From an optimization exercise on the open Yosys and OpenROAD flow, aimed at small area, a short achievable clock period and few clock cycles per item; shortcuts taken in it are not production practice.
Where RTL was checked, it was by simulation tests only, not by an equivalence proof against the original.
For run 3, only the layout was checked, not whether the RTL still works.
No activity file was given, so power comes from the tool's default toggle rates.

File: design/flow/flow/run.sh
#!/bin/bash
# Standard layout, with plain buffers (buf_1) on the ports in place of the
# delay buffers buffer_ports picks by default.
set -euo pipefail
export BUFFER_PORTS_ARGS="-buffer_cell sky130_fd_sc_hd__buf_1"
bash standard.sh > standard.log 2>&1
File: design/flow/standard.sh
#!/bin/bash
# synth_recipe.tcl (not shown) runs the flow's synth.tcl, then flattens the netlist and writes it again
# the make line also repeats each setting of config.mk as NAME=value (left out here)
make -C /OpenROAD-flow-scripts/flow DESIGN_CONFIG=/design/flow/config.mk WORK_HOME=/design/flow/orfs CLKGATE_MAP_FILE= SYNTH_SCRIPT=/design/flow/synth_recipe.tcl "${@:-finish}"
File: design/flow/config.mk
export PLATFORM = sky130hd
export DESIGN_NAME = ekf_slam_core
export DESIGN_NICKNAME = ekf_slam_core
export VERILOG_FILES = /design/flow/design.v
export SDC_FILE = /design/flow/constraint.sdc
export NUM_CORES = 4
export LEC_CHECK = 0
export CAP_MARGIN = 20
export CORE_MARGIN = 2
export CORE_UTILIZATION = 40
export CTS_BUF_LIST = sky130_fd_sc_hd__clkbuf_4 sky130_fd_sc_hd__clkbuf_8
export SETUP_SLACK_MARGIN = 1.5
export SLEW_MARGIN = 20
File: design/flow/constraint.sdc
create_clock -name core_clock -period 5.0 [get_ports {clk}]
set_input_delay 1.0000 -clock core_clock [delete_from_list [all_inputs] [get_ports {clk}]]
set_output_delay 1.0000 -clock core_clock [all_outputs]
set_load 0.01 [all_outputs]
File: design/flow/design.v
package slam_pkg;
  localparam int RSA_DW = 32;
  localparam int ROW_LEN = 10;
  localparam int PLB_AW = 32;
  localparam int PLB_RD_LATENCY = 1;
  typedef logic signed [RSA_DW-1:0] slam_word_t;
  typedef enum logic [2:0] {
    STAGE_IDLE = 3'd0,
    STAGE_PRD  = 3'd1,
    STAGE_NEW  = 3'd2,
    STAGE_UPD  = 3'd3
  } stage_code_t;
  localparam logic [PLB_AW-1:0] POSE_BASE  = 32'd0;
  localparam logic [PLB_AW-1:0] LM_BASE    = 32'd3;
  localparam logic [PLB_AW-1:0] INNOV_BASE = 32'd1020;
  function automatic [PLB_AW-1:0] lm_addr(input [ROW_LEN-1:0] l_k);
    lm_addr = LM_BASE + {{(PLB_AW-ROW_LEN-1){1'b0}}, l_k, 1'b0};
  endfunction
  typedef struct packed {
    stage_code_t            stage;
    logic [ROW_LEN-1:0]     l_k;
    slam_word_t             rk;
    slam_word_t             phi;
  } stage_cmd_t;
  typedef struct packed {
    slam_word_t x;
    slam_word_t y;
    slam_word_t theta;
    slam_word_t lx;
    slam_word_t ly;
  } nl_operand_t;
  typedef struct packed {
    slam_word_t result_0;
    slam_word_t result_1;
    slam_word_t result_2;
    slam_word_t result_3;
    slam_word_t result_4;
    slam_word_t result_5;
  } nl_raw_t;
  typedef struct packed {
    slam_word_t rsv_0;
    slam_word_t d_theta;
    slam_word_t d_x;
    slam_word_t d_y;
    slam_word_t rsv_4;
    slam_word_t rsv_5;
  } nl_prd_view_t;
  typedef struct packed {
    slam_word_t rsv_0;
    slam_word_t rsv_1;
    slam_word_t off_y;
    slam_word_t off_x;
    slam_word_t rsv_4;
    slam_word_t rsv_5;
  } nl_new_view_t;
  typedef struct packed {
    slam_word_t pred_range;
    slam_word_t pred_bearing;
    slam_word_t rsv_2;
    slam_word_t rsv_3;
    slam_word_t rsv_4;
    slam_word_t rsv_5;
  } nl_upd_view_t;
  typedef union packed {
    nl_raw_t      raw;
    nl_prd_view_t prd;
    nl_new_view_t newlm;
    nl_upd_view_t upd;
  } nl_result_u;
  typedef struct packed {
    slam_word_t [2:0]     words;
    logic [PLB_AW-1:0]    base;
    logic [1:0]           cnt;
  } est_bundle_t;
endpackage
`timescale 1ns/1ps
module ekf_slam_core (
  input  logic          clk,
  input  logic          sys_rst,
  input  logic          i_stage_valid,
  input  logic [76:0]   i_stage_cmd,
  input  logic [31:0]   i_plb_dout,
  input  logic          i_nl_done,
  input  logic [191:0]  i_nl_result,
  output logic          o_stage_ready,
  output logic          o_plb_en,
  output logic          o_plb_we,
  output logic [31:0]   o_plb_addr,
  output logic [31:0]   o_plb_din,
  output logic          o_nl_init,
  output logic [2:0]    o_nl_stage,
  output logic [159:0]  o_nl_operand
);
  logic [2:0]  in_stage;
  logic [9:0]  in_lk;
  logic [31:0] in_rk, in_phi;
  assign in_stage = i_stage_cmd[76:74];
  assign in_lk    = i_stage_cmd[73:64];
  assign in_rk    = i_stage_cmd[63:32];
  assign in_phi   = i_stage_cmd[31:0];
  logic in_prd, in_new, in_upd, in_legal;
  assign in_prd   = (in_stage == 3'd1);
  assign in_new   = (in_stage == 3'd2);
  assign in_upd   = (in_stage == 3'd3);
  assign in_legal = in_prd | in_new | in_upd;
  logic [31:0] r0, r1, r2, r3;
  assign r0 = i_nl_result[191:160];
  assign r1 = i_nl_result[159:128];
  assign r2 = i_nl_result[127:96];
  assign r3 = i_nl_result[95:64];
  logic        nl_busy;
  logic        c_prd, c_new, c_upd;
  logic [9:0]  c_lk;
  logic [31:0] c_rk, c_phi;
  logic [31:0] px, py, pt;
  logic        pv;
  logic [1:0]  pp;
  logic [31:0] lx, ly;
  logic [9:0]  tag;
  logic        lxv, lyv;
  logic        lw_q;
  logic        rq_x, rq_y, rq_t, rq_lx, rq_ly;
  logic [1:0]  pw;
  logic [1:0]  ww;
  logic        w_upd;
  logic [9:0]  w_lk;
  logic busy_prd, busy_nu, m_done, all_done, idle;
  assign busy_prd = nl_busy & c_prd;
  assign busy_nu  = nl_busy & ~c_prd;
  assign m_done   = nl_busy & i_nl_done;
  assign all_done = ~nl_busy & (pw == 2'd0) & (ww == 2'd0);
  assign idle     = all_done & ~i_stage_valid;
  logic lx_fly, ly_fly, rd_pose, rd_lx, rd_ly, rd_any;
  assign lx_fly  = rq_lx;
  assign ly_fly  = rq_ly;
  assign rd_pose = ~pv & (pp != 2'd3);
  assign rd_lx   = ~rd_pose & lw_q & ~lxv & ~lx_fly;
  assign rd_ly   = ~rd_pose & ~rd_lx & lw_q & ~lyv & ~ly_fly;
  assign rd_any  = rd_pose | rd_lx | rd_ly;
  logic dl_w, wr_ww, wr_pw, rd;
  assign dl_w  = (busy_prd & (pw != 2'd0)) | (busy_nu & (ww != 2'd0));
  assign wr_ww = dl_w ? busy_nu  : (~rd_any & (ww != 2'd0));
  assign wr_pw = dl_w ? busy_prd : (~rd_any & (ww == 2'd0) & (pw != 2'd0));
  assign rd    = ~dl_w & rd_any;
  logic w_ovl, l_haz, snoop;
  assign w_ovl = w_upd ? (tag[9:1] == 9'd254) : (w_lk == tag);
  assign l_haz = (ww != 2'd0) & w_ovl;
  assign snoop = wr_ww & w_ovl;
  logic lk_match, l_ok;
  assign lk_match = (in_lk == tag);
  assign l_ok     = lk_match & lxv & lyv & ~l_haz;
  logic pw_ok, go_prd, go_new, go_upd, go;
  assign pw_ok  = (pw[1] == 1'b0) | ((pw == 2'd2) & (ww == 2'd0) & ~rd_any);
  assign go_prd = pw_ok & (~nl_busy | (i_nl_done & ~c_prd));
  assign go_new = ~nl_busy & (~ww[1] | ~rd_any);
  assign go_upd = ~nl_busy & ~ww[1] & l_ok;
  assign go     = pv & ((in_prd & go_prd) | (in_new & go_new) | (in_upd & go_upd));
  logic accept;
  assign accept = i_stage_valid & go;
  assign o_stage_ready = i_stage_valid ? (go | ~in_legal) : all_done;
  assign o_nl_init     = accept;
  assign o_nl_stage    = in_stage;
  assign o_nl_operand  = {px, py, pt, lx, ly};
  logic [11:0] w_la, t_la;
  assign w_la = {1'b0, w_lk, 1'b1} + {10'd0, 1'b1, ~ww[1]};
  assign t_la = {1'b0, tag, 1'b1} + {10'd0, 1'b1, ~rd_lx};
  logic din_ww;
  assign din_ww = (ww != 2'd0) & ~(busy_prd & (pw != 2'd0));
  logic [11:0] waddr, raddr, addr;
  always_comb begin
    if (din_ww) begin
      waddr = w_upd ? {11'd510, ~ww[1]} : w_la;
    end else begin
      waddr = {10'd0, ~pw};
    end
    if (rd_pose)    raddr = {10'd0, pp};
    else            raddr = t_la;
  end
  assign addr = (wr_ww | wr_pw) ? waddr : raddr;
  always_comb begin
    if (din_ww)          o_plb_din = ww[1] ? c_rk : c_phi;
    else if (pw == 2'd3) o_plb_din = px;
    else if (pw == 2'd2) o_plb_din = py;
    else                 o_plb_din = pt;
  end
  assign o_plb_en   = wr_ww | wr_pw | (rd & i_stage_valid);
  assign o_plb_we   = wr_ww | wr_pw;
  assign o_plb_addr = {20'd0, addr};
  logic [31:0] a0, b0, a1, b1, sum0, sum1;
  logic [32:0] s0w, s1w;
  assign a0   = c_upd ? c_rk  : px;
  assign a1   = c_upd ? c_phi : py;
  assign b0   = ({32{c_prd}} & r2) | ({32{c_new}} & r3) | ({32{c_upd}} & ~r0);
  assign b1   = ({32{c_prd}} & r3) | ({32{c_new}} & r2) | ({32{c_upd}} & ~r1);
  assign s0w  = {a0, 1'b1} + {b0, c_upd};
  assign s1w  = {a1, 1'b1} + {b1, c_upd};
  assign sum0 = s0w[32:1];
  assign sum1 = s1w[32:1];
  logic kill_l;
  assign kill_l = (i_stage_valid & in_upd & ~lk_match) | snoop;
  always_ff @(posedge clk) begin
    if (sys_rst) begin
      nl_busy <= 1'b0;
      pw      <= 2'd0;
      ww      <= 2'd0;
      pv      <= 1'b0;
      pp      <= 2'd0;
      lxv     <= 1'b0;
      lyv     <= 1'b0;
      rq_x    <= 1'b0;
      rq_y    <= 1'b0;
      rq_t    <= 1'b0;
      rq_lx   <= 1'b0;
      rq_ly   <= 1'b0;
      lw_q    <= 1'b0;
    end else begin
      if (accept)      nl_busy <= 1'b1;
      else if (m_done) nl_busy <= 1'b0;
      if (m_done & c_prd) pw <= 2'd3;
      else if (wr_pw)     pw <= pw - 2'd1;
      if (m_done & ~c_prd) ww <= 2'd2;
      else if (wr_ww)      ww <= ww - 2'd1;
      lw_q <= i_stage_valid & in_upd;
      if (idle) begin
        pv   <= 1'b0;
        pp   <= 2'd0;
        lxv  <= 1'b0;
        lyv  <= 1'b0;
        rq_x <= 1'b0;
        rq_y <= 1'b0;
        rq_t <= 1'b0;
        rq_lx <= 1'b0;
        rq_ly <= 1'b0;
      end else begin
        rq_x  <= rd & i_stage_valid & rd_pose & (pp == 2'd0);
        rq_y  <= rd & i_stage_valid & rd_pose & (pp == 2'd1);
        rq_t  <= rd & i_stage_valid & rd_pose & (pp == 2'd2);
        rq_lx <= rd & i_stage_valid & rd_lx & ~kill_l;
        rq_ly <= rd & i_stage_valid & rd_ly & ~kill_l;
        if (rd & i_stage_valid & rd_pose) pp <= pp + 2'd1;
        if (rq_t) pv <= 1'b1;
        if (kill_l) begin
          lxv <= 1'b0;
          lyv <= 1'b0;
        end else begin
          if (lx_fly) lxv <= 1'b1;
          if (ly_fly) lyv <= 1'b1;
        end
      end
    end
  end
  always_ff @(posedge clk) begin
    if (i_stage_valid & in_upd & ~lk_match) tag <= in_lk;
  end
  always_ff @(posedge clk) begin
    if (rq_x)                  px <= i_plb_dout;
    if (rq_y)                  py <= i_plb_dout;
    if (rq_t)                  pt <= i_plb_dout;
    if (lx_fly)                lx <= i_plb_dout;
    if (ly_fly)                ly <= i_plb_dout;
    if (m_done && c_prd) begin
      px <= sum0;
      py <= sum1;
      pt <= pt + r1;
    end
    if (~nl_busy | i_nl_done) begin
      c_prd <= in_prd;
      c_new <= in_new;
      c_upd <= in_upd;
      c_lk  <= in_lk;
    end
    if (m_done && !c_prd) begin
      c_rk  <= sum0;
      c_phi <= sum1;
    end else if (~busy_nu & ((ww == 2'd0) | ((ww == 2'd1) & wr_ww))) begin
      c_rk  <= in_rk;
      c_phi <= in_phi;
    end
    if (m_done && !c_prd) begin
      w_upd <= c_upd;
      w_lk  <= c_lk;
    end
  end
endmodule
==> results of run 1 <==
-- what timing repair did --
action,4_1_cts,5_1_grt
setup buffers,95,46
setup endpoints to repair,194,104
pin swaps,96,86
gates cloned,10,2
resized for setup,276,209
-- cell families after synthesis --
family | after synthesis | synth area share
muxes | 132 | 0.0746
adders and majority gates | 107 | 0.0726
other | 1 | 0.000200
AOI/OAI and AO/OA | 651 | 0.212
buffers and inverters | 159 | 0.0366
xor gates and xnor gates | 118 | 0.0551
and+or+nand+nor | 488 | 0.119
DFF | 274 | 0.430
-- metal layers --
metal / wire length [um] / share of wire
met1: 31300 / 0.41
met2: 36200 / 0.47
met3: 6960 / 0.090
met4: 2770 / 0.036
met5: 0 / 0
-- cells in the mapped netlist (all sizes together) (4+ instances only) --
cell,n,share of area
a31oi,19,0.0063
inv,41,0.0082
ha,104,0.069
o21bai,7,0.0028
or2,7,0.0023
nand2,234,0.047
a211oi,11,0.0047
and4,5,0.0023
or4,6,0.0024
a21oi,86,0.023
and3,13,0.0043
and2,8,0.0027
nor4,6,0.0023
nand3,33,0.0088
o21a,18,0.0072
or3,5,0.0017
nand4,14,0.0050
a311oi,4,0.0019
xor2,60,0.028
o31ai,20,0.0080
o211ai,22,0.0088
xnor2,58,0.027
nor2b,10,0.0033
mux2,62,0.037
a211o,9,0.0042
nor2,87,0.017
o21ai,298,0.080
o22ai,12,0.0040
a22oi,65,0.026
dfxtp,16,0.017
buf,35,0.012
a21o,43,0.017
nand2b,20,0.0067
nor3b,7,0.0028
clkbuf,82,0.016
o311ai,4,0.0019
nor3,26,0.0069
mux2i,70,0.037
edfxtp,258,0.41
a21boi,5,0.0020
-- worst max path at each step --
| stage | slack [ns] | cells past startpoint | end |
|---|---|---|---|
| 5_1_grt | 1.18 | 9 | o_plb_addr[11] |
| 4_1_cts | 1.17 | 9 | o_plb_addr[11] |
| 3_3_place_gp | 0.54 | 13 | c_phi[31]$_DFFE_PP_ |
| 2_1_floorplan | 1.52 | 12 | py[28]$_DFFE_PP_ |
| 6_report | 1.23 | 9 | o_plb_addr[11] |
| 3_5_place_dp | 0.50 | 11 | py[30]$_DFFE_PP_ |
-- per-stage QoR --
| step | utilization | instances | cell area, um^2 | power (W) |
|---|---|---|---|---|
| finish | 0.552 | 3169 | 25700 | 0.00613 |
| global route | 0.552 | 3168 | 25600 | 0.00634 |
| CTS | 0.526 | 3120 | 24400 | 0.00600 |
| detailed placement | 0.455 | 2920 | 21100 | 0.00355 |
| global placement | 0.455 | 2920 | 21100 | 0.00353 |
| floorplan | - | 1949 | 18900 | 0.00324 |
-- power by group --
part | switching, W | internal, W | leakage (nW) | total [W]
clock | 0.00106 | 0.00118 | 0.540 | 0.00224
sequential | 0.0000300 | 0.00256 | 2.59 | 0.00259
combinational | 0.000734 | 0.000569 | 6.32 | 0.00130
total | 0.00183 | 0.00431 | 9.45 | 0.00613
-- worst register-to-register path: cells and delay by family, from the launching register on --
family          cells  cell delay [ns]
compound gates      9             1.50
buf+inv             7             0.96
flops               1             0.37
fa+ha+maj           1             0.35
simple gates        1             0.24
-- registers in the layout, summed over array words and instances (netlist names), 32 cells and up --
register,cells
c_phi,32
c_rk,32
lx,32
ly,32
pt,32
px,32
py,32
-- cell type report --
class	instances	area, um^2
inverters	42	176
diodes	1	2.50
fillers	4130	20800
multi-input cells	1517	11900
repair buffers	633	3700
clock buffers	67	822
flip-flops and latches	274	8090
clock inverters	28	184
well taps	607	759
==> flow_metrics.tcl, run 1 <==
set metrics [dict create \
    hp-class "flip-flop to flip-flop" \
    synth_flop_cell "edfxtp_1" \
    io_buffers 451 \
    cts_buffer_depth 3 \
    critPathKind "flip-flop to output port" \
    met3_usage 0.0506 \
    viasPerCell 5.94 \
    grt_pass1_vias 17729 \
    relSlewSlack 0.264 \
    required_ns 4.00 \
    dr.pass1.iters 8 \
    ys_seq_area_frac 0.430 \
    wl_per_cell_um 24.4 \
    netlist_area_um2 18800 \
    htreeDepth 2 \
    status "finished clean" \
    drive_above_1_share 0.239 \
    grt_setup_unrepaired "true" \
    grt_util_all_layers 0.297 \
    io_pins 536 \
    area.growth.synth_to_final_pct 36.8 \
    die_x_um 221 \
    post-route-period-util 0.754 \
    hold_viol_final 0 \
    syn_avg_cell_area_um2 9.72 \
    antenna_found_initial 1 \
    tightest_slew_ns 1.10 \
    worstReg2RegStart "c_prd$_DFFE_PP_" \
    period_minus_slack_ns 3.77 \
    start_kind "flip-flop" \
    maxSlewViolCount 0 \
    use_met2 0.485 \
    whs_path_depth 0 \
    rows 79 \
    cp_num_buf_inv 3 \
    whs_ns 0.414 \
    max_freq_ghz 0.265 \
    top_usage_layer "met2" \
    power.leakage_nw 9.45 \
    clk_pin_slew_ns 0.07 \
    fin_skew_ns 0.0311 \
    core_um2 46500 \
    cp_slowest_stage_delay_ns 0.50 \
    synth_warnings 1 \
    met1_usage 0.397 \
    cpLargestDelayFamily "simple AND/OR/NAND/NOR gates" \
    worst_ep_arrival_time_ns 2.77 \
    p_per_area_nw_per_um2 239 \
    grt_pass1_wl_um 108000 \
    vias 18811 \
    synth_edf_count 258 \
    startpoint "ww[1]$_SDFFE_PP0P_" \
    cts_tree "yes" \
    grt_max_degree 65 \
    cpMaxStageDelayCell "or4_4" \
    cts_sinks 274 \
    globalplace.congestion 0.949 \
    gr-total-overflow 0 \
    drtIter0Drc 1690 \
    dieArea_um2 48600 \
    clk-insertion-delay-late_ns 0.65 \
    initial_utilization 0.404 \
    pre_cts_ws_ns 0.497 \
    final_common_cell "buf_1" \
    crit_fanout 3 \
    async_flop_share 0 \
    ys_ff_latch 274 \
    crit_chain "clkinvlp_4 > ha_4 > inv_4 > o211ai_1 > a21boi_4 > or3_4 > or4_4 > o21ai_2 > buf_2" \
    cts_buffers 51 \
    yosysUniqueCellTypes 74 \
    setup_viol 0 \
    drc_errors 0 \
    setup_tns_ns 0 \
    worst_slack_ns 1.23 \
    timing.rr.end "px[27]$_DFFE_PP_" \
    dieHeight_um 221 \
    syn_inst 1930 \
    hold-path-endpoint "w_lk[4]$_DFFE_PP_" \
    layout.nets 2931 \
    rrSetupSlack_ns 1.31 \
    dp_hpwl_um 51800 \
    layout_common_cells "buf_1, edfxtp_1, nand2_1" \
    ff2ff_path_depth 18 \
    cp-end-kind "output port" \
    ctsHoldBuffers 0 \
    ant_nets 0 \
    drv_cap 0 \
    ir_drop_mv 0.171 \
    cts-root-buf "clkbuf_8" \
    hp-start "c_lk[4]$_DFFE_PP_" \
    totalWireLength_um 77300 \
]
Testbench counts, summed over its fixed seeds: cycles 11,126, commands 1,920.
==> run 2: changes to the inputs <==
--- a/design/flow/config.mk
+++ b/design/flow/config.mk
@@ -8,6 +8,5 @@
 export CAP_MARGIN = 20
 export CORE_MARGIN = 2
 export CORE_UTILIZATION = 40
-export CTS_BUF_LIST = sky130_fd_sc_hd__clkbuf_4 sky130_fd_sc_hd__clkbuf_8
 export SETUP_SLACK_MARGIN = 1.5
 export SLEW_MARGIN = 20
==> flow_metrics.tcl, run 2 <==
set metrics [dict create \
    cts_tree "yes" \
    fin_skew_ns 0.0193 \
    dieHeight_um 221 \
    period_minus_slack_ns 3.71 \
    initial_utilization 0.404 \
    ant_nets 0 \
    hp-class "flip-flop to flip-flop" \
    syn_inst 1930 \
    ys_seq_area_frac 0.430 \
    area.growth.synth_to_final_pct 33.3 \
    layout.nets 2891 \
    drc_errors 0 \
    synth_flop_cell "edfxtp_1" \
    vias 18507 \
    synthTopCellsByCount "o21ai_0, edfxtp_1, nand2_1" \
    post-route-period-util 0.742 \
    required_ns 4.00 \
    final_common_cell "buf_1" \
    core_um2 46500 \
    power_frac_seq 0.406 \
    die_x_um 221 \
    crit_chain "clkinvlp_4 > ha_4 > inv_4 > o211ai_1 > a21boi_4 > or3_4 > or4_4 > o21ai_2 > buf_2" \
    worst_ep_arrival_time_ns 2.71 \
    synth_area_leader_cell "edfxtp_1" \
    ff2ff_path_depth 15 \
    totalWireLength_um 75400 \
    max_freq_ghz 0.270 \
    wl_per_cell_um 24.2 \
    maxSlewViolCount 0 \
    intPower_w 0.00459 \
    netlist_area_um2 18800 \
    layout_common_cells "buf_1, edfxtp_1, o21ai_0" \
    rrSetupSlack_ns 1.33 \
    clk_pin_slew_ns 0.06 \
    swShare 0.280 \
    grt_util_all_layers 0.286 \
    cp-end-kind "output port" \
    p_sw_w 0.00178 \
    grt_max_degree 65 \
    status "finished clean" \
    ys_ff_latch 274 \
    start_kind "flip-flop" \
    drive_above_1_share 0.196 \
    cp_slowest_stage_delay_ns 0.53 \
    dp_hpwl_um 51800 \
    critPathKind "flip-flop to output port" \
    worst_slack_ns 1.29 \
    fin_cells 3113 \
    power.leakage_nw 9.22 \
    pre_cts_ws_ns 0.497 \
    worstReg2RegStart "c_upd$_DFFE_PP_" \
    yosys-top-cells-area "edfxtp_1, o21ai_0, ha_1" \
    hold-path-endpoint "w_lk[6]$_DFFE_PP_" \
    drv_cap 0 \
    async_flop_share 0 \
    cpMaxStageDelayCell "or4_4" \
    hold_viol_final 0 \
    synth_edf_count 258 \
    whs_path_depth 0 \
    htreeDepth 2 \
    grt_setup_unrepaired "true" \
    rows 79 \
    viasPerCell 5.95 \
    cts_buffers 35 \
    placed_cells 2920 \
    setup_viol 0 \
    p_comb_frac 0.197 \
    cts_sinks 274 \
    syn_avg_cell_area_um2 9.72 \
    cts_buffer_depth 3 \
    gr-total-overflow 0 \
    ir_drop_mv 0.229 \
    yosysMostFrequentCell "o21ai_0" \
    hp-start "c_lk[6]$_DFFE_PP_" \
    crit_fanout 4 \
    p_per_area_nw_per_um2 255 \
    yosysUniqueCellTypes 74 \
    timing.rr.end "px[30]$_DFFE_PP_" \
    p_clk_frac 0.397 \
    io_buffers 451 \
    dr.pass1.iters 5 \
    total_power_w 0.00637 \
    globalplace.congestion 0.949 \
    io_pins 536 \
    yosys.area.top_type_share 0.413 \
    grt_pass1_vias 17149 \
    grt_pass1_wl_um 104000 \
    cts-root-buf "clkbuf_16" \
    setup_tns_ns 0 \
    synth_warnings 1 \
    drtIter0Drc 1649 \
    clk-insertion-delay-late_ns 0.55 \
    dieArea_um2 48600 \
    relSlewSlack 0.251 \
    antenna_found_initial 2 \
    ctsHoldBuffers 0 \
    tightest_slew_ns 1.12 \
]
## run 2: cell types whose count changed in the layout (fill, tap and decap cells not counted), moves of 14 or more
| cell | before | now |
|---|---|---|
| o21ai_0 | 219 | 235 |
| buf_6 | 29 | 15 |
| a22oi_1 | 39 | 53 |
| clkbuf_4 | 16 | 0 |
| a22oi_2 | 26 | 12 |
| clkbuf_8 | 51 | 2 |
| clkbuf_16 | 0 | 39 |
| o21ai_2 | 31 | 17 |
## run 2: critical path: cells and delay by family, from the launching register on
| family | cells | cell delay (ns) |
|---|---|---|
| AO/OA/AOI/OAI | 3 | 0.39 |
| adder cells (fa/ha/maj) | 1 | 0.20 |
| buffers and inverters | 3 | 0.34 |
| flip-flops | 1 | 0.36 |
| AND/OR/NAND/NOR | 2 | 0.88 |
## run 2: kinds of logic after synthesis
family | synth area share
XOR/XNOR | 0.0551
other | 0.000200
AO/OA/AOI/OAI | 0.212
AND/OR/NAND/NOR | 0.119
buffers and inverters | 0.0366
multiplexers | 0.0746
adder cells (fa/ha/maj) | 0.0726
flip-flops | 0.430
## run 2: final cells by class
type | count | area, um^2
Antenna cell | 1 | 2.50
Clock buffer | 50 | 995
Clock inverter | 13 | 110
Fill cell | 4235 | 21500
Inverter | 42 | 179
Multi-Input combinational cell | 1516 | 11500
Sequential cell | 274 | 8080
Tap cell | 607 | 759
Timing Repair Buffer | 610 | 3350
## run 2: metal layers
layer  share of wire  vias to the layer above  global-route usage
li1                -                     8326                   -
met4           0.031                        0              0.0907
met2            0.48                     1011               0.478
met3           0.084                      143              0.0405
met1            0.41                     9027               0.382
met5               0                        -                   0
## run 2: worst max path at each step
stage / startpoint / endpoint / slack (ns)
2_1_floorplan: i_nl_result[103] / py[28]$_DFFE_PP_ / 1.52
3_3_place_gp: i_nl_result[96] / c_phi[31]$_DFFE_PP_ / 0.54
3_5_place_dp: i_nl_result[128] / py[30]$_DFFE_PP_ / 0.50
4_1_cts: pw[1]$_SDFFE_PP0P_ / o_plb_din[22] / 1.21
5_1_grt: ww[1]$_SDFFE_PP0P_ / o_plb_addr[11] / 1.22
6_report: ww[1]$_SDFFE_PP0P_ / o_plb_addr[11] / 1.29
## run 2: what timing repair did
action | 4_1_cts | 5_1_grt
buffers inserted | 66 | 54
pin swaps | 82 | 72
setup endpoints to repair | 194 | 91
cloned | 7 | 2
resized for setup | 230 | 125
## run 2: metrics by stage
step	cell area [um^2]	utilization	hold slack (ns)
after floorplan	18900	-	0.400
after detailed placement	21100	0.455	0.406
final	25000	0.538	0.421
after CTS	24000	0.516	0.419
after global placement	21100	0.455	0.401
after global routing	25000	0.538	0.425
## run 2: power by group through the flow
stage                     Clock, W  Sequential, W  Combinational (W)
after floorplan                  0        0.00263           0.000611
after global placement           0        0.00264           0.000892
after detailed placement         0        0.00264           0.000907
after CTS                  0.00254        0.00259            0.00111
after global routing       0.00262        0.00259            0.00134
final                      0.00253        0.00259            0.00125
==> run 3: changes to the inputs <==
--- a/design/flow/design.v
+++ b/design/flow/design.v
@@ -161,9 +161,11 @@
   assign o_nl_init     = accept;
   assign o_nl_stage    = in_stage;
   assign o_nl_operand  = {px, py, pt, lx, ly};
-  logic [11:0] w_la, t_la;
+  logic [11:0] w_la;
+  logic [10:0] t_p1, t_p2;
   assign w_la = {1'b0, w_lk, 1'b1} + {10'd0, 1'b1, ~ww[1]};
-  assign t_la = {1'b0, tag, 1'b1} + {10'd0, 1'b1, ~rd_lx};
+  assign t_p1 = {1'b0, tag} + 11'd1;
+  assign t_p2 = {1'b0, tag} + 11'd2;
   logic din_ww;
   assign din_ww = (ww != 2'd0) & ~(busy_prd & (pw != 2'd0));
   logic [11:0] waddr, raddr, addr;
@@ -174,7 +176,8 @@
       waddr = {10'd0, ~pw};
     end
     if (rd_pose)    raddr = {10'd0, pp};
-    else            raddr = t_la;
+    else if (rd_lx) raddr = {t_p1, 1'b1};
+    else            raddr = {t_p2, 1'b0};
   end
   assign addr = (wr_ww | wr_pw) ? waddr : raddr;
   always_comb begin
--- a/design/flow/config.mk
+++ b/design/flow/config.mk
@@ -8,5 +8,5 @@
 export CAP_MARGIN = 20
 export CORE_MARGIN = 2
 export CORE_UTILIZATION = 40
-export SETUP_SLACK_MARGIN = 1.5
+export SETUP_SLACK_MARGIN = 1.0
 export SLEW_MARGIN = 20
==> flow_metrics.tcl, run 3 <==
set metrics [dict create \
    clk_pin_slew_ns 0.06 \
    globalplace.congestion 0.897 \
    use_met2 0.449 \
    cts-root-buf "clkbuf_16" \
    yosys.area.top_type_share 0.414 \
    layout_common_cells "buf_1, edfxtp_1, o21ai_0" \
    drive_above_1_share 0.117 \
    hp-class "flip-flop to flip-flop" \
    dr.pass1.iters 6 \
    fin_skew_ns 0.0157 \
    postPlaceCellArea_um2 21100 \
    htreeDepth 2 \
    ys_ff_latch 274 \
    syn_avg_cell_area_um2 9.83 \
    dieHeight_um 220 \
    p_clk_frac 0.408 \
    tightest_slew_ns 1.05 \
    cts_buffer_depth 3 \
    power_frac_seq 0.420 \
    final_area_um2 23300 \
    core_um2 46400 \
    cp-end-kind "flip-flop" \
    intPower_w 0.00450 \
    met3_usage 0.0329 \
    top_usage_layer "met2" \
    synth_area_leader_cell "edfxtp_1" \
    io_buffers 451 \
    ys_seq_area_frac 0.431 \
    clk-insertion-delay-late_ns 0.55 \
    vias 17412 \
    drv_cap 0 \
    p_sw_w 0.00166 \
    yosysMostFrequentCell "edfxtp_1" \
    max_freq_ghz 0.254 \
    maxSlewViolCount 0 \
    yosys-top-cells-area "edfxtp_1, ha_1, o21ai_0" \
    critPathKind "flip-flop to flip-flop" \
    die_x_um 220 \
    layout.nets 2788 \
    gr-total-overflow 0 \
    met1_usage 0.363 \
    synth_edf_count 258 \
    start_kind "flip-flop" \
    power.leakage_nw 8.46 \
    synth_flop_cell "edfxtp_1" \
    initial_utilization 0.404 \
    synthTopCellsByCount "edfxtp_1, o21ai_0, nand2_1" \
    period_minus_slack_ns 3.93 \
    totalWireLength_um 69100 \
    ir_drop_mv 0.263 \
    relSlewSlack 0.300 \
    worst_ep_arrival_time_ns 4.22 \
    crit_fanout 5 \
    antenna_found_initial 2 \
    setup_viol 0 \
    drc_errors 0 \
    viasPerCell 5.80 \
    cts_sinks 274 \
    dp_hpwl_um 49800 \
    grt_pass1_vias 16341 \
    grt_max_degree 78 \
    ctsHoldBuffers 0 \
    cts_tree "yes" \
    io_pins 536 \
    async_flop_share 0 \
    p_comb_frac 0.172 \
    grt_pass1_wl_um 98200 \
    synth_warnings 1 \
    wl_per_cell_um 23.0 \
    dieArea_um2 48500 \
    area.growth.synth_to_final_pct 24.4 \
    yosysUniqueCellTypes 73 \
    required_ns 5.29 \
    hold_viol_final 0 \
    rows 79 \
    final_common_cell "buf_1" \
    ant_nets 0 \
    syn_inst 1903 \
    netlist_area_um2 18700 \
    post-route-period-util 0.787 \
    setup_tns_ns 0 \
    swShare 0.270 \
    cts_buffers 34 \
    status "finished clean" \
    drtIter0Drc 1351 \
    grt_util_all_layers 0.270 \
    grt_setup_unrepaired "true" \
    p_per_area_nw_per_um2 265 \
]
==> run 3: cell families after synthesis <==
group | Yosys count | synth area share
other cells | 1 | 0.000200
buf+inv | 163 | 0.0375
fa+ha+maj | 109 | 0.0741
mux | 136 | 0.0770
simple gates | 444 | 0.109
compound gates | 660 | 0.217
xor+xnor | 116 | 0.0543
flops | 274 | 0.431
==> run 3: power groups by stage <==
stage,Combinational (W),Clock [W],Sequential [W]
2_1_floorplan,0.000611,0,0.00263
3_3_place_gp,0.000902,0,0.00264
3_5_place_dp,0.000918,0,0.00264
4_1_cts,0.000985,0.00255,0.00259
5_1_grt,0.00116,0.00263,0.00260
6_report,0.00106,0.00251,0.00259
==> run 3: layout make-up <==
type / count / area [um^2]
tap: 607 / 759
multi-input combinational: 1485 / 10500
clock inverter: 14 / 136
timing repair buffer: 539 / 2650
sequential: 274 / 8070
antenna: 1 / 2.50
inverter: 40 / 158
clock buffer: 44 / 962
fill: 4316 / 23100
==> run 3: repair_timing <==
item                                    in CTS  in global routing
pin swaps                                   24                 40
endpoints found under the setup margin      55                 45
resized for setup                           55                 66
buffers inserted                            19                 21
gates cloned                                 3                  3
endpoints found under the hold margin        0                  0
==> run 3: per-layer routing <==
| layer | vias up | share of wire |
|---|---|---|
| met5 | - | 0 |
| met4 | 0 | 0.030 |
| met3 | 109 | 0.063 |
| met2 | 692 | 0.48 |
| met1 | 8497 | 0.43 |
| li1 | 8114 | - |
==> run 3: worst paths after layout <==
check                          from                  end  slack [ns]  cells past startpoint
setup / recovery    c_upd$_DFFE_PP_  c_phi[29]$_DFFE_PP_        1.07                     15
hold / removal    c_lk[4]$_DFFE_PP_    w_lk[4]$_DFFE_PP_        0.41                      0
setup reg to reg    c_upd$_DFFE_PP_  c_phi[29]$_DFFE_PP_        1.07                     15
hold reg to reg   c_lk[4]$_DFFE_PP_    w_lk[4]$_DFFE_PP_        0.41                      0
==> run 3: stage by stage <==
| step | total power (W) | hold WS [ns] | setup slack, ns | util | cells |
|---|---|---|---|---|---|
| 4_1_cts | 0.00612 | 0.416 | 0.976 | 0.491 | 2979 |
| 2_1_floorplan | 0.00324 | 0.400 | 1.01 | - | 1922 |
| 5_1_grt | 0.00638 | 0.418 | 0.919 | 0.502 | 3004 |
| 3_5_place_dp | 0.00356 | 0.405 | 0.254 | 0.456 | 2899 |
| 6_report | 0.00617 | 0.412 | 1.07 | 0.502 | 3004 |
| 3_3_place_gp | 0.00354 | 0.401 | 0.254 | 0.456 | 2899 |
==> run 3: worst max-delay path, cell delays in order, from the launching register on <==
cell and delay [ns]:
edfxtp_1 0.47, buf_6 0.16, buf_12 0.12, mux2_4 0.33, fa_2 0.40, a211oi_4 0.28
o21ai_2 0.13, a21oi_2 0.12, buf_4 0.15, o21ai_2 0.07, nor4b_4 0.14, buf_4 0.17
or2_4 0.24, a211o_1 0.32, mux2_4 0.31, a311o_1 0.27
==> run 4: changes to the inputs <==
--- a/design/flow/design.v
+++ b/design/flow/design.v
@@ -190,15 +190,14 @@
   assign o_plb_we   = wr_ww | wr_pw;
   assign o_plb_addr = {20'd0, addr};
   logic [31:0] a0, b0, a1, b1, sum0, sum1;
-  logic [32:0] s0w, s1w;
+  logic [31:0] sum2;
   assign a0   = c_upd ? c_rk  : px;
   assign a1   = c_upd ? c_phi : py;
   assign b0   = ({32{c_prd}} & r2) | ({32{c_new}} & r3) | ({32{c_upd}} & ~r0);
   assign b1   = ({32{c_prd}} & r3) | ({32{c_new}} & r2) | ({32{c_upd}} & ~r1);
-  assign s0w  = {a0, 1'b1} + {b0, c_upd};
-  assign s1w  = {a1, 1'b1} + {b1, c_upd};
-  assign sum0 = s0w[32:1];
-  assign sum1 = s1w[32:1];
+  ekf_add u_add0 (.a(a0), .b(b0), .ci(c_upd), .s(sum0));
+  ekf_add u_add1 (.a(a1), .b(b1), .ci(c_upd), .s(sum1));
+  ekf_add u_add2 (.a(pt), .b(r1), .ci(1'b0),  .s(sum2));
   logic kill_l;
   assign kill_l = (i_stage_valid & in_upd & ~lk_match) | snoop;
   always_ff @(posedge clk) begin
@@ -264,7 +263,7 @@
     if (m_done && c_prd) begin
       px <= sum0;
       py <= sum1;
-      pt <= pt + r1;
+      pt <= sum2;
     end
     if (~nl_busy | i_nl_done) begin
       c_prd <= in_prd;
@@ -285,3 +284,29 @@
     end
   end
 endmodule
+module ekf_add (
+  input  logic [31:0] a,
+  input  logic [31:0] b,
+  input  logic        ci,
+  output logic [31:0] s
+);
+  logic [31:0] g [0:5];
+  logic [31:0] p [0:5];
+  logic [31:0] h;
+  assign h    = a ^ b;
+  assign g[0] = (a & b) | {31'd0, h[0] & ci};
+  assign p[0] = h;
+  for (genvar l = 0; l < 5; l++) begin : lv
+    for (genvar i = 0; i < 32; i++) begin : bt
+      if (((i >> l) & 1) == 1) begin : c
+        localparam int J = ((i >> l) << l) - 1;
+        assign g[l+1][i] = g[l][i] | (p[l][i] & g[l][J]);
+        assign p[l+1][i] = p[l][i] & p[l][J];
+      end else begin : n
+        assign g[l+1][i] = g[l][i];
+        assign p[l+1][i] = p[l][i];
+      end
+    end
+  end
+  assign s = h ^ {g[5][30:0], ci};
+endmodule
--- a/design/flow/config.mk
+++ b/design/flow/config.mk
@@ -8,5 +8,5 @@
 export CAP_MARGIN = 20
 export CORE_MARGIN = 2
 export CORE_UTILIZATION = 40
-export SETUP_SLACK_MARGIN = 1.0
+export SETUP_SLACK_MARGIN = 1.5
 export SLEW_MARGIN = 20
==> flow_metrics.tcl, run 4 <==
set metrics [dict create \
    fin_cells 2858 \
    gr-total-overflow 0 \
    grt_max_degree 74 \
    hold-path-endpoint "w_lk[4]$_DFFE_PP_" \
    max_freq_ghz 0.284 \
    hp-class "flip-flop to flip-flop" \
    ff2ff_path_depth 16 \
    cts_buffers 34 \
    power.leakage_nw 8.50 \
    timing.rr.end "py[22]$_DFFE_PP_" \
    vias 16201 \
    post-route-period-util 0.704 \
    cts_tree "yes" \
    multi_input_area_um2 9890 \
    io_buffers 451 \
    hp-start "c_lk[4]$_DFFE_PP_" \
    die_x_um 215 \
    layout_common_cells "buf_1, edfxtp_1, nand2_1" \
    ctsHoldBuffers 0 \
    setup_tns_ns 0 \
    layout.nets 2663 \
    yosysMostFrequentCell "edfxtp_1" \
    relSlewSlack 0.397 \
    yosys-top-cells-area "edfxtp_1, ha_1, o21ai_0" \
    ys_ff_latch 274 \
    async_flop_share 0 \
    start_kind "flip-flop" \
    synth_area_leader_cell "edfxtp_1" \
    grt_pass1_wl_um 95300 \
    whs_path_depth 0 \
    tightest_slew_ns 0.902 \
    dieArea_um2 46200 \
    fill_cells 4094 \
    syn_inst 1704 \
    grt_pass1_vias 15925 \
    wl_met2_um 32200 \
    top_layer "met5" \
    rows 77 \
    fin_skew_ns 0.0130 \
    wl_met1_um 27400 \
    initial_utilization 0.404 \
    dieHeight_um 215 \
    drc_errors 0 \
    cts_buffer_depth 3 \
    ant_nets 0 \
    maxSlewViolCount 0 \
    met3_length_um 4730 \
    final_common_cell "buf_1" \
    status "finished clean" \
    yosys.area.top_type_share 0.436 \
    period_minus_slack_ns 3.52 \
    clk_pin_slew_ns 0.06 \
    grt_util_all_layers 0.272 \
    drv_cap 0 \
    globalplace.congestion 0.898 \
    placed_cells 2684 \
    worstReg2RegStart "c_upd$_DFFE_PP_" \
    critPathKind "flip-flop to flip-flop" \
    totalWireLength_um 67300 \
    synthTopCellsByCount "edfxtp_1, o21ai_0, nand2_1" \
    p_per_area_nw_per_um2 260 \
    crit_fanout 5 \
    antenna_found_initial 4 \
    drtIter0Drc 1110 \
    whs_ns 0.418 \
    synth_edf_count 258 \
    core_um2 44000 \
    drive_above_1_share 0.189 \
    ys_seq_area_frac 0.454 \
    cts_sinks 274 \
    netlist_area_um2 17800 \
    dr.pass1.iters 7 \
    cts-root-buf "clkbuf_16" \
    wl_per_cell_um 23.6 \
    cp-end-kind "flip-flop" \
    startpoint "c_upd$_DFFE_PP_" \
    synth_flop_cell "edfxtp_1" \
    ir_drop_mv 0.234 \
    synth_warnings 4 \
    regArea_um2 8090 \
    io_pins 536 \
    syn_avg_cell_area_um2 10.4 \
    rrSetupSlack_ns 1.48 \
    worst_slack_ns 1.48 \
    htreeDepth 2 \
    required_ns 5.36 \
    worst_ep_arrival_time_ns 3.89 \
    area.growth.synth_to_final_pct 30.3 \
    yosysUniqueCellTypes 83 \
    hold_viol_final 0 \
    pre_cts_ws_ns 0.473 \
    grt_setup_unrepaired "true" \
    clk-insertion-delay-late_ns 0.54 \
    dp_hpwl_um 45200 \
    viasPerCell 5.67 \
    setup_viol 0 \
]
==> run 4: changes by cell type after synthesis, sizes merged, moves of 11 or more <==
cell / before / now
a21o: 39 / 18
o21ai: 265 / 199
a211oi: 52 / 40
fa: 3 / 17
a21oi: 124 / 103
clkbuf: 79 / 68
xor2: 61 / 43
nor2: 115 / 101
o21bai: 16 / 3
==> run 4: logic make-up after synthesis <==
group | after synthesis | synth area share
buf+inv | 151 | 0.0368
mux | 130 | 0.0773
compound gates | 514 | 0.185
simple gates | 413 | 0.106
fa+ha+maj | 118 | 0.0902
other cells | 1 | 0.000211
flops | 274 | 0.454
xor+xnor | 103 | 0.0507
==> run 4: worst max path at each step <==
stage / to
final: py[22]$_DFFE_PP_
after detailed placement: py[30]$_DFFE_PP_
after global placement: c_phi[30]$_DFFE_PP_
after CTS: c_phi[14]$_DFFE_PP_
after global routing: py[22]$_DFFE_PP_
after floorplan: px[17]$_DFFE_PP_
==> run 4: what timing repair did <==
| action | in CTS | in global routing |
|---|---|---|
| gates cloned | 9 | 2 |
| setup endpoints to repair | 125 | 92 |
| resized for setup | 123 | 134 |
| pin swaps | 50 | 78 |
| buffers inserted | 55 | 46 |
==> run 4: layer usage <==
layer / global-route usage / vias up
met1: 0.348 / 7890
met3: 0.0457 / 172
met2: 0.456 / 734
met4: 0.114 / 6
li1: - / 7399
met5: 0 / -
==> run 4: where the power goes <==
| part | internal, W | total (W) | leakage, nW | switching, W |
|---|---|---|---|---|
| clock network | 0.00145 | 0.00246 | 0.529 | 0.00102 |
| registers | 0.00256 | 0.00259 | 2.59 | 0.0000318 |
| logic | 0.000426 | 0.000974 | 5.38 | 0.000548 |
==> run 4: critical path, stage by stage (launching register included) <==
cell      delay [ns]
edfxtp_1        0.38
buf_6           0.15
buf_12          0.13
mux2_4          0.30
fa_2            0.40
inv_2           0.08
fa_2            0.22
nand2b_4        0.16
a21oi_4         0.07
o211ai_1        0.17
buf_4           0.21
buf_6           0.13
a211oi_4        0.07
o21a_1          0.21
o21a_1          0.23
o21a_1          0.22
o31ai_1         0.24
==> run 4: area by class of cell <==
cell class,count,share of cell area
multi-input cells,1299,0.427
flip-flops and latches,274,0.349
repair buffers,591,0.138
clock buffers,47,0.0429
well taps,592,0.0320
inverters,40,0.00675
clock inverters,14,0.00437
diodes,1,0.000108
==> run 4: through the flow <==
step,instance area (um^2),total power [W],util
finish,23200,0.00602,0.526
detailed placement,20100,0.00342,0.456
CTS,22300,0.00595,0.507
floorplan,17900,0.00315,-
global placement,20100,0.00340,0.456
global route,23200,0.00623,0.526
Testbench counts of run 4, summed over its fixed seeds: cycles 11,126, commands 1,920.
==> run 5: changes to the inputs <==
--- a/design/flow/config.mk
+++ b/design/flow/config.mk
@@ -8,5 +8,5 @@
 export CAP_MARGIN = 20
 export CORE_MARGIN = 2
 export CORE_UTILIZATION = 40
-export SETUP_SLACK_MARGIN = 1.5
+export SETUP_SLACK_MARGIN = 1.0
 export SLEW_MARGIN = 20
==> flow_metrics.tcl, run 5 <==
set metrics [dict create \
    ctsHoldBuffers 0 \
    dp_hpwl_um 46100 \
    fin_util 0.487 \
    cp_slowest_stage_delay_ns 0.50 \
    timing.rr.end "py[30]$_DFFE_PP_" \
    viasPerCell 5.64 \
    io_pins 536 \
    antenna_found_initial 2 \
    cts_sinks 274 \
    async_flop_share 0 \
    yosys-top-cells-area "edfxtp_1, ha_1, o21ai_0" \
    htreeDepth 2 \
    cts_buffer_depth 3 \
    cpMaxStageDelayCell "or4_1" \
    globalplace.congestion 0.893 \
    start_kind "flip-flop" \
    p_per_area_nw_per_um2 274 \
    clk_pin_slew_ns 0.06 \
    grt_pass1_vias 15203 \
    synth_area_leader_cell "edfxtp_1" \
    vias 15585 \
    setup_tns_ns 0 \
    ys_ff_latch 274 \
    pre_cts_ws_ns 0.474 \
    initial_utilization 0.404 \
    grt_setup_unrepaired "true" \
    crit_fanout 15 \
    layout.nets 2569 \
    worst_ep_arrival_time_ns 2.94 \
    total_power_w 0.00587 \
    maxSlewViolCount 0 \
    rrSetupSlack_ns 1.10 \
    dr.pass1.iters 5 \
    syn_avg_cell_area_um2 10.4 \
    worst_slack_ns 1.06 \
    relSlewSlack 0.331 \
    max_freq_ghz 0.254 \
    cts_buffers 35 \
    drive_above_1_share 0.0977 \
    yosys.area.top_type_share 0.436 \
    setup_viol 0 \
    synth_warnings 4 \
    layout_common_cells "buf_1, edfxtp_1, o21ai_0" \
    totalWireLength_um 63400 \
    drtIter0Drc 1076 \
    ir_drop_mv 0.230 \
    netlist_area_um2 17800 \
    synthTopCellsByCount "edfxtp_1, o21ai_0, nand2_1" \
    cp-end-kind "output port" \
    yosysUniqueCellTypes 83 \
    area.growth.synth_to_final_pct 20.7 \
    dieHeight_um 215 \
    grt_util_all_layers 0.265 \
    yosysMostFrequentCell "edfxtp_1" \
    synth_edf_count 258 \
    fill_cells 4278 \
    grt_max_degree 77 \
    drv_cap 0 \
    critical_path.endpoint "o_plb_addr[11]" \
    drc_errors 0 \
    synth_flop_cell "edfxtp_1" \
    clk-insertion-delay-late_ns 0.55 \
    syn_inst 1704 \
    whs_ns 0.418 \
    status "finished clean" \
    period_minus_slack_ns 3.94 \
    rows 77 \
    ant_nets 0 \
    die_x_um 215 \
    io_buffers 451 \
    final_common_cell "buf_1" \
    crit_chain "ha_1 > nor2_2 > a211oi_2 > a22oi_2 > buf_4 > or4_1 > o21ai_1 > buf_1" \
    gr-total-overflow 0 \
    hp-class "flip-flop to flip-flop" \
    wl_per_cell_um 22.9 \
    ff2ff_path_depth 13 \
    cts-root-buf "clkbuf_16" \
    fin_skew_ns 0.0197 \
    ys_seq_area_frac 0.454 \
    power.leakage_nw 7.70 \
    core_um2 44000 \
    grt_pass1_wl_um 92800 \
    tightest_slew_ns 1.00 \
    worstReg2RegStart "c_upd$_DFFE_PP_" \
    critPathKind "flip-flop to output port" \
    dieArea_um2 46200 \
    required_ns 4.00 \
    hold_viol_final 0 \
    cts_tree "yes" \
    post-route-period-util 0.788 \
    startpoint "pp[0]$_SDFFE_PP0P_" \
]
==> run 5: cell families (layout without fill, tap and decap cells) <==
kind of cell	after synthesis	count (layout)	synth area share
AOI/OAI and AO/OA	514	514	0.185
adders and majority gates	118	118	0.0902
and+or+nand+nor	413	413	0.106
buffers and inverters	151	599	0.0368
muxes	130	130	0.0773
xor gates and xnor gates	103	103	0.0507
other	1	22	0.000211
DFF	274	274	0.454
==> run 5: area by class of cell <==
type	instances	area, um^2	area share
flip-flops and latches	274	8070	0.376
inverters	40	155	0.00723
well taps	592	741	0.0345
clock buffers	40	895	0.0417
clock inverters	22	196	0.00916
repair buffers	497	2150	0.100
diodes	2	5.00	0.000233
multi-input cells	1298	9250	0.431
==> run 5: per-layer routing <==
metal / track usage / vias up / wire length, um
li1: - / 7238 / -
met5: 0 / - / 0
met1: 0.352 / 7561 / 26900
met3: 0.0333 / 107 / 3900
met4: 0.0843 / 0 / 1810
met2: 0.449 / 679 / 30700
==> run 5: power by group <==
part	internal [W]	switching [W]	leakage (nW)
Clock	0.00144	0.00103	0.522
Sequential	0.00256	0.0000323	2.58
Combinational	0.000326	0.000488	4.60
==> run 5: worst min-delay path by stage <==
| stage | start | endpoint | cells after the start |
|---|---|---|---|
| after floorplan | c_lk[0]$_DFFE_PP_ | w_lk[0]$_DFFE_PP_ | 0 |
| after global placement | c_lk[2]$_DFFE_PP_ | w_lk[2]$_DFFE_PP_ | 0 |
| after detailed placement | c_lk[5]$_DFFE_PP_ | w_lk[5]$_DFFE_PP_ | 0 |
| after CTS | c_lk[5]$_DFFE_PP_ | w_lk[5]$_DFFE_PP_ | 0 |
| after global routing | c_lk[0]$_DFFE_PP_ | w_lk[0]$_DFFE_PP_ | 0 |
| final | c_lk[1]$_DFFE_PP_ | w_lk[1]$_DFFE_PP_ | 0 |
==> run 5: worst max-delay path: cells and delay by family, from the launching register on <==
kind                     cells  cell delay [ns]
AO/OA/AOI/OAI                3             0.64
AND/OR/NAND/NOR              2             0.61
flip-flops                   1             0.44
buffers and inverters        2             0.41
adder cells (fa/ha/maj)      1             0.29
==> run 5: timing repair <==
action | 4_1_cts | 5_1_grt
gates resized for setup | 6 | 19
pin swaps | 3 | 7
gates cloned | 1 | 2
endpoints found under the setup margin | 68 | 33
hold endpoints to repair | 0 | 0
buffers inserted | 4 | 9
==> run 5: metrics by stage <==
step,cells,cell area [um^2]
2_1_floorplan,1723,17900
3_3_place_gp,2684,20100
3_5_place_dp,2685,20100
4_1_cts,2752,21300
5_1_grt,2765,21500
6_report,2765,21500
==> run 6: changes to the inputs <==
--- a/design/flow/config.mk
+++ b/design/flow/config.mk
@@ -5,8 +5,9 @@
 export SDC_FILE = /design/flow/constraint.sdc
 export NUM_CORES = 4
 export LEC_CHECK = 0
+export ABC_AREA = 1
 export CAP_MARGIN = 20
 export CORE_MARGIN = 2
 export CORE_UTILIZATION = 40
-export SETUP_SLACK_MARGIN = 1.0
+export SETUP_SLACK_MARGIN = 1.2
 export SLEW_MARGIN = 20
==> flow_metrics.tcl, run 6 <==
set metrics [dict create \
    ff2ff_path_depth 15 \
    wl_per_cell_um 20.3 \
    grt_pass1_vias 17800 \
    fill_cells 4595 \
    tightest_slew_ns 0.996 \
    final_area_um2 22500 \
    yosysMostFrequentCell "nand2_1" \
    crit_fanout 69 \
    synth_top_family_by_area "simple AND/OR/NAND/NOR gates" \
    syn_avg_cell_area_um2 7.90 \
    drc_errors 0 \
    ys_ff_latch 274 \
    gr-total-overflow 0 \
    synthTopCellsByCount "nand2_1, edfxtp_1, inv_1" \
    period_minus_slack_ns 3.66 \
    area.growth.synth_to_final_pct 19.6 \
    drtIter0Drc 1500 \
    ys_seq_area_frac 0.429 \
    fin_skew_ns 0.0212 \
    whs_path_depth 0 \
    yosys.area.top_type_share 0.412 \
    maxSlewViolCount 0 \
    globalplace.congestion 0.887 \
    rows 79 \
    grt_setup_unrepaired "true" \
    core_um2 46500 \
    cts_sinks 274 \
    grt_util_all_layers 0.276 \
    dp_hpwl_um 50200 \
    worst_slack_ns 1.34 \
    viasPerCell 5.45 \
    netlist_area_um2 18800 \
    htreeDepth 2 \
    status "finished clean" \
    die_x_um 221 \
    start_kind "flip-flop" \
    yosysUniqueCellTypes 47 \
    yosys.area_share.adder 0.0854 \
    rrSetupSlack_ns 1.42 \
    fin_cells 3449 \
    synth_mux_area_frac 0.00160 \
    async_flop_share 0 \
    clk-insertion-delay-late_ns 0.56 \
    layout.nets 3237 \
    io_buffers 451 \
    drv_cap 0 \
    initial_utilization 0.404 \
    whs_ns 0.418 \
    cts-root-buf "clkbuf_16" \
    synth_edf_count 258 \
    cts_buffer_depth 3 \
    grt_pass1_wl_um 101000 \
    synth_area_leader_cell "edfxtp_1" \
    io_pins 536 \
    worst_ep_arrival_time_ns 2.66 \
    critPathKind "flip-flop to output port" \
    dieArea_um2 48700 \
    ir_drop_mv 0.222 \
    synth-xor-area-share 0.0154 \
    yosys.area_share.simple 0.254 \
    max_freq_ghz 0.273 \
    placed_cells 3372 \
    drive_above_1_share 0.0532 \
    antenna_found_initial 1 \
    p_per_area_nw_per_um2 269 \
    cts_tree "yes" \
    clk_pin_slew_ns 0.06 \
    post-route-period-util 0.732 \
    required_ns 4.00 \
    dieHeight_um 221 \
    setup_tns_ns 0 \
    setup_viol 0 \
    grt_max_degree 73 \
    hold_viol_final 0 \
    synth_warnings 4 \
    vias 18790 \
    dr.pass1.iters 6 \
    cts_buffers 37 \
    syn_inst 2380 \
    ctsHoldBuffers 0 \
    postPlaceCellArea_um2 21100 \
    synth_compound_area_frac 0.141 \
    power.leakage_nw 9.57 \
    ant_nets 0 \
    pre_cts_ws_ns 0.893 \
    yosys-top-cells-area "edfxtp_1, nand2_1, ha_1" \
    totalWireLength_um 69900 \
    layout_common_cells "nand2_1, buf_1, edfxtp_1" \
    relSlewSlack 0.336 \
    hp-class "flip-flop to flip-flop" \
    final_common_cell "nand2_1" \
    synth_flop_cell "edfxtp_1" \
    cp-end-kind "output port" \
]
## run 6: routing by layer
layer | wire, um | share of wire | track usage
met2 | 33000 | 0.47 | 0.454
met3 | 4910 | 0.070 | 0.0370
met1 | 29700 | 0.43 | 0.370
met5 | 0 | 0 | 0
met4 | 2260 | 0.032 | 0.102
## run 6: logic make-up (layout without fill, tap and decap cells)
group	Yosys count	count (layout)
compound gates	430	430
xor+xnor	33	33
other cells	1	21
flops	274	274
simple gates	1177	1177
fa+ha+maj	118	118
mux	3	3
buf+inv	344	786
## run 6: metrics by stage
| stage | total power (W) | util |
|---|---|---|
| floorplan | 0.00317 | - |
| global placement | 0.00342 | 0.454 |
| detailed placement | 0.00344 | 0.454 |
| CTS | 0.00606 | 0.481 |
| global route | 0.00627 | 0.484 |
| finish | 0.00604 | 0.484 |
## run 6: final timing paths
kind,start,endpoint
worst max-delay path,pw[1]$_SDFFE_PP0P_,o_plb_addr[0]
worst min-delay path,c_lk[1]$_DFFE_PP_,w_lk[1]$_DFFE_PP_
worst max register to register,c_prd$_DFFE_PP_,c_phi[27]$_DFFE_PP_
worst min register to register,c_lk[1]$_DFFE_PP_,w_lk[1]$_DFFE_PP_
## run 6: where the power goes
group          internal, W  switching, W  total, W
registers          0.00256     0.0000290   0.00259
clock network      0.00156       0.00105   0.00262
logic             0.000284      0.000547  0.000830
total              0.00441       0.00163   0.00604
## run 6: area by class of cell
| cell class | count | area (um^2) | share of cell area |
|---|---|---|---|
| repair buffers | 494 | 2070 | 0.0923 |
| inverters | 226 | 857 | 0.0381 |
| clock inverters | 14 | 100 | 0.00446 |
| multi-input cells | 1781 | 9520 | 0.424 |
| clock buffers | 52 | 1090 | 0.0483 |
| well taps | 607 | 759 | 0.0338 |
| diodes | 1 | 2.50 | 0.000111 |
| flip-flops and latches | 274 | 8070 | 0.359 |
## run 6: worst max-delay path, stage by stage (launching register included)
cell and delay (ns):
dfxtp_1 0.46, inv_1 0.11, ha_1 0.22, nor2_2 0.26, nor2_4 0.08, buf_12 0.24
o21ai_0 0.21, nor2_1 0.07, a31oi_1 0.24, buf_1 0.20
## run 6: repair_timing
| action | in CTS | in global routing |
|---|---|---|
| setup endpoints to repair | 50 | 83 |
| pin swaps | 1 | 3 |
| gates resized for setup | 10 | 22 |
| buffers inserted | 6 | 4 |
==> run 7: changes to the inputs <==
--- a/design/flow/config.mk
+++ b/design/flow/config.mk
@@ -5,9 +5,8 @@
 export SDC_FILE = /design/flow/constraint.sdc
 export NUM_CORES = 4
 export LEC_CHECK = 0
-export ABC_AREA = 1
 export CAP_MARGIN = 20
 export CORE_MARGIN = 2
-export CORE_UTILIZATION = 40
+export CORE_UTILIZATION = 60
 export SETUP_SLACK_MARGIN = 1.2
 export SLEW_MARGIN = 20
==> flow_metrics.tcl, run 7 <==
set metrics [dict create \
    status "finished clean" \
    timing.rr.end "c_rk[18]$_DFFE_PP_" \
    fin_skew_ns 0.0120 \
    whs_path_depth 0 \
    top_layer "met5" \
    synth_flop_cell "edfxtp_1" \
    hold-path-endpoint "w_lk[2]$_DFFE_PP_" \
    final_common_cell "buf_1" \
    io_pins 536 \
    wl_per_cell_um 22.6 \
    hp-start "c_lk[2]$_DFFE_PP_" \
    core_um2 29400 \
    async_flop_share 0 \
    dieHeight_um 176 \
    die_x_um 176 \
    layout_common_cells "buf_1, edfxtp_1, o21ai_0" \
    cts_buffers 30 \
    synth_area_leader_cell "edfxtp_1" \
    critPathKind "flip-flop to output port" \
    wl_met2_um 27900 \
    worst_ep_arrival_time_ns 2.71 \
    synth_warnings 4 \
    vias 15821 \
    antenna_found_initial 9 \
    ff2ff_path_depth 13 \
    globalplace.congestion 0.946 \
    hp-class "flip-flop to flip-flop" \
    rrSetupSlack_ns 1.30 \
    drtIter0Drc 1675 \
    io_buffers 451 \
    start_kind "flip-flop" \
    startpoint "ww[1]$_SDFFE_PP0P_" \
    drc_errors 0 \
    layout.nets 2564 \
    dp_hpwl_um 41400 \
    yosysMostFrequentCell "edfxtp_1" \
    htreeDepth 1 \
    rows 63 \
    p_per_area_nw_per_um2 271 \
    setup_tns_ns 0 \
    relSlewSlack 0.271 \
    syn_inst 1704 \
    postPlaceCellArea_um2 19800 \
    power.leakage_nw 7.72 \
    post-route-period-util 0.743 \
    cts-root-buf "clkbuf_16" \
    dr.pass1.iters 5 \
    worstReg2RegStart "c_upd$_DFFE_PP_" \
    ir_drop_mv 0.287 \
    setup_viol 0 \
    cp-end-kind "output port" \
    synthTopCellsByCount "edfxtp_1, o21ai_0, nand2_1" \
    yosysUniqueCellTypes 83 \
    cts_sinks 274 \
    initial_utilization 0.605 \
    drive_above_1_share 0.105 \
    required_ns 4.00 \
    yosys-top-cells-area "edfxtp_1, ha_1, o21ai_0" \
    period_minus_slack_ns 3.71 \
    met3_length_um 5230 \
    grt_util_all_layers 0.358 \
    viasPerCell 6.17 \
    synth_edf_count 258 \
    max_freq_ghz 0.269 \
    clk-insertion-delay-late_ns 0.57 \
    ctsHoldBuffers 0 \
    gr-total-overflow 0 \
    syn_avg_cell_area_um2 10.4 \
    grt_max_degree 80 \
    tightest_slew_ns 1.09 \
    ys_ff_latch 274 \
    clk_pin_slew_ns 0.06 \
    wl_met1_um 22400 \
    hold_viol_final 0 \
    ant_nets 0 \
    netlist_area_um2 17800 \
    maxSlewViolCount 0 \
    totalWireLength_um 58000 \
    grt_setup_unrepaired "true" \
    crit_fanout 9 \
    ys_seq_area_frac 0.454 \
    grt_pass1_vias 14799 \
    grt_pass1_wl_um 84600 \
    drv_cap 0 \
    cts_tree "yes" \
    dieArea_um2 31000 \
    final_area_um2 21300 \
    cts_buffer_depth 3 \
    yosys.area.top_type_share 0.436 \
    area.growth.synth_to_final_pct 19.7 \
]
==> run 7: cell types whose count changed in the layout (fill, tap and decap cells not counted), moves of 17 or more <==
cell | previous run | this run
nand2_1 | 818 | 175
inv_1 | 216 | 38
nand3_1 | 165 | 22
mux2i_1 | 3 | 70
o21ai_0 | 126 | 186
a22oi_1 | 0 | 59
mux2_2 | 0 | 58
o211ai_1 | 65 | 11
nor2_1 | 138 | 95
xnor2_1 | 17 | 59
a31oi_1 | 36 | 8
xor2_1 | 16 | 43
a211oi_1 | 58 | 35
o21a_1 | 2 | 19
==> run 7: cells by family (layout without fill, tap and decap cells) <==
kind of cell               Yosys count  count (layout)  synth area share
adders and majority gates          118             118            0.0902
AOI/OAI and AO/OA                  514             514             0.185
DFF                                274             274             0.454
muxes                              130             130            0.0773
other                                1              29          0.000211
buffers and inverters              151             593            0.0368
and+or+nand+nor                    413             413             0.106
xor gates and xnor gates           103             103            0.0507
==> run 7: critical path, cell delays in order, from the launching register on <==
cell and delay [ns]:
dfxtp_2 0.33, inv_1 0.17, ha_1 0.37, inv_1 0.13, a22oi_2 0.27, nand2b_2 0.15
or2_4 0.30, o22ai_1 0.23, buf_1 0.20
==> run 7: metal layers <==
layer,track usage,up-vias
li1,-,7222
met1,0.470,7593
met2,0.604,863
met3,0.0441,139
met4,0.150,4
met5,0,-
==> run 7: cell type report <==
class                      instances  area [um^2]
multi-input combinational       1298         9370
fill                            2306         8120
sequential                       274         8080
timing repair buffer             497         2140
clock buffer                      41          833
tap                              390          488
clock inverter                    15          200
inverter                          40          158
antenna                            9         22.5
==> run 7: worst max-delay path by stage <==
stage	slack (ns)	to
finish	1.29	o_plb_addr[7]
global route	1.13	c_phi[31]$_DFFE_PP_
CTS	1.13	o_plb_addr[7]
detailed placement	0.63	py[30]$_DFFE_PP_
global placement	0.74	c_phi[30]$_DFFE_PP_
floorplan	1.26	px[30]$_DFFE_PP_
==> run 7: per-stage QoR <==
step | utilization | power (W) | instances | worst slack [ns] | hold WS [ns]
2_1_floorplan | - | 0.00315 | 1723 | 1.26 | 0.400
3_3_place_gp | 0.672 | 0.00338 | 2475 | 0.738 | 0.401
3_5_place_dp | 0.672 | 0.00340 | 2475 | 0.635 | 0.405
4_1_cts | 0.714 | 0.00574 | 2543 | 1.13 | 0.416
5_1_grt | 0.724 | 0.00595 | 2561 | 1.13 | 0.422
6_report | 0.724 | 0.00576 | 2564 | 1.29 | 0.410
==> run 7: repair_timing <==
| item | in CTS | in global routing |
|---|---|---|
| gates cloned | 1 | 1 |
| resized for setup | 20 | 41 |
| setup buffers | 11 | 11 |
| setup endpoints to repair | 86 | 81 |
| hold endpoints to repair | 0 | 0 |
| pin swaps | 7 | 9 |
==> run 7: power by group <==
part / switching [W] / internal [W] / total (W)
Combinational: 0.000485 / 0.000332 / 0.000816
Clock: 0.000936 / 0.00142 / 0.00235
Sequential: 0.0000331 / 0.00256 / 0.00259

==> re-timing with driven ports <==
In the flow no input, the clock included, has a driving cell. The finished layouts below were timed again as built, in two steps.
Step 1 (the two cells are an assumption about what drives the block):
set clk [get_ports {clk}]
set_driving_cell -lib_cell sky130_fd_sc_hd__clkbuf_16 $clk
set_driving_cell -lib_cell sky130_fd_sc_hd__buf_2 [delete_from_list [all_inputs] $clk]
Step 2 times the ports against the registers' clock, not the clock port: input delays grow and output delays shrink by t, the midpoint of the rising clock arrivals with the driver on.
a / b / c = ideal ports / drivers / drivers and shift; a / b = the first two.
run | shift t [ns] | setup WS [ns] | hold slack, ns | worst setup path at the end | cell pins on the clock port's net
run 1 | 0.685 | 1.232 / 1.182 / 0.944 | 0.414 / 0.414 / 0.414 | input to register | 1
run 2 | 0.597 | 1.292 / 1.240 / 0.982 | 0.421 / 0.421 / 0.421 | input to register | 1
run 3 | 0.585 | 1.066 / 1.024 / 0.660 | 0.412 / 0.412 / 0.412 | input to register | 1
run 4 | 0.596 | 1.478 / 1.440 / 0.986 | 0.418 / 0.418 / 0.418 | input to register | 1
run 5 | 0.595 | 1.061 / 1.006 / 0.738 | 0.418 / 0.418 / 0.418 | input to register | 1
run 6 | 0.605 | 1.341 / 1.283 / 0.868 | 0.418 / 0.418 / 0.418 | input to register | 1
run 7 | 0.612 | 1.286 / 1.235 / 0.880 | 0.410 / 0.410 / 0.410 | input to register | 1
After both steps every run listed still meets setup and hold. For run 4, which loses most, drivers alone change the setup slack by -0.038 ns; drivers and shift together by -0.492 ns.
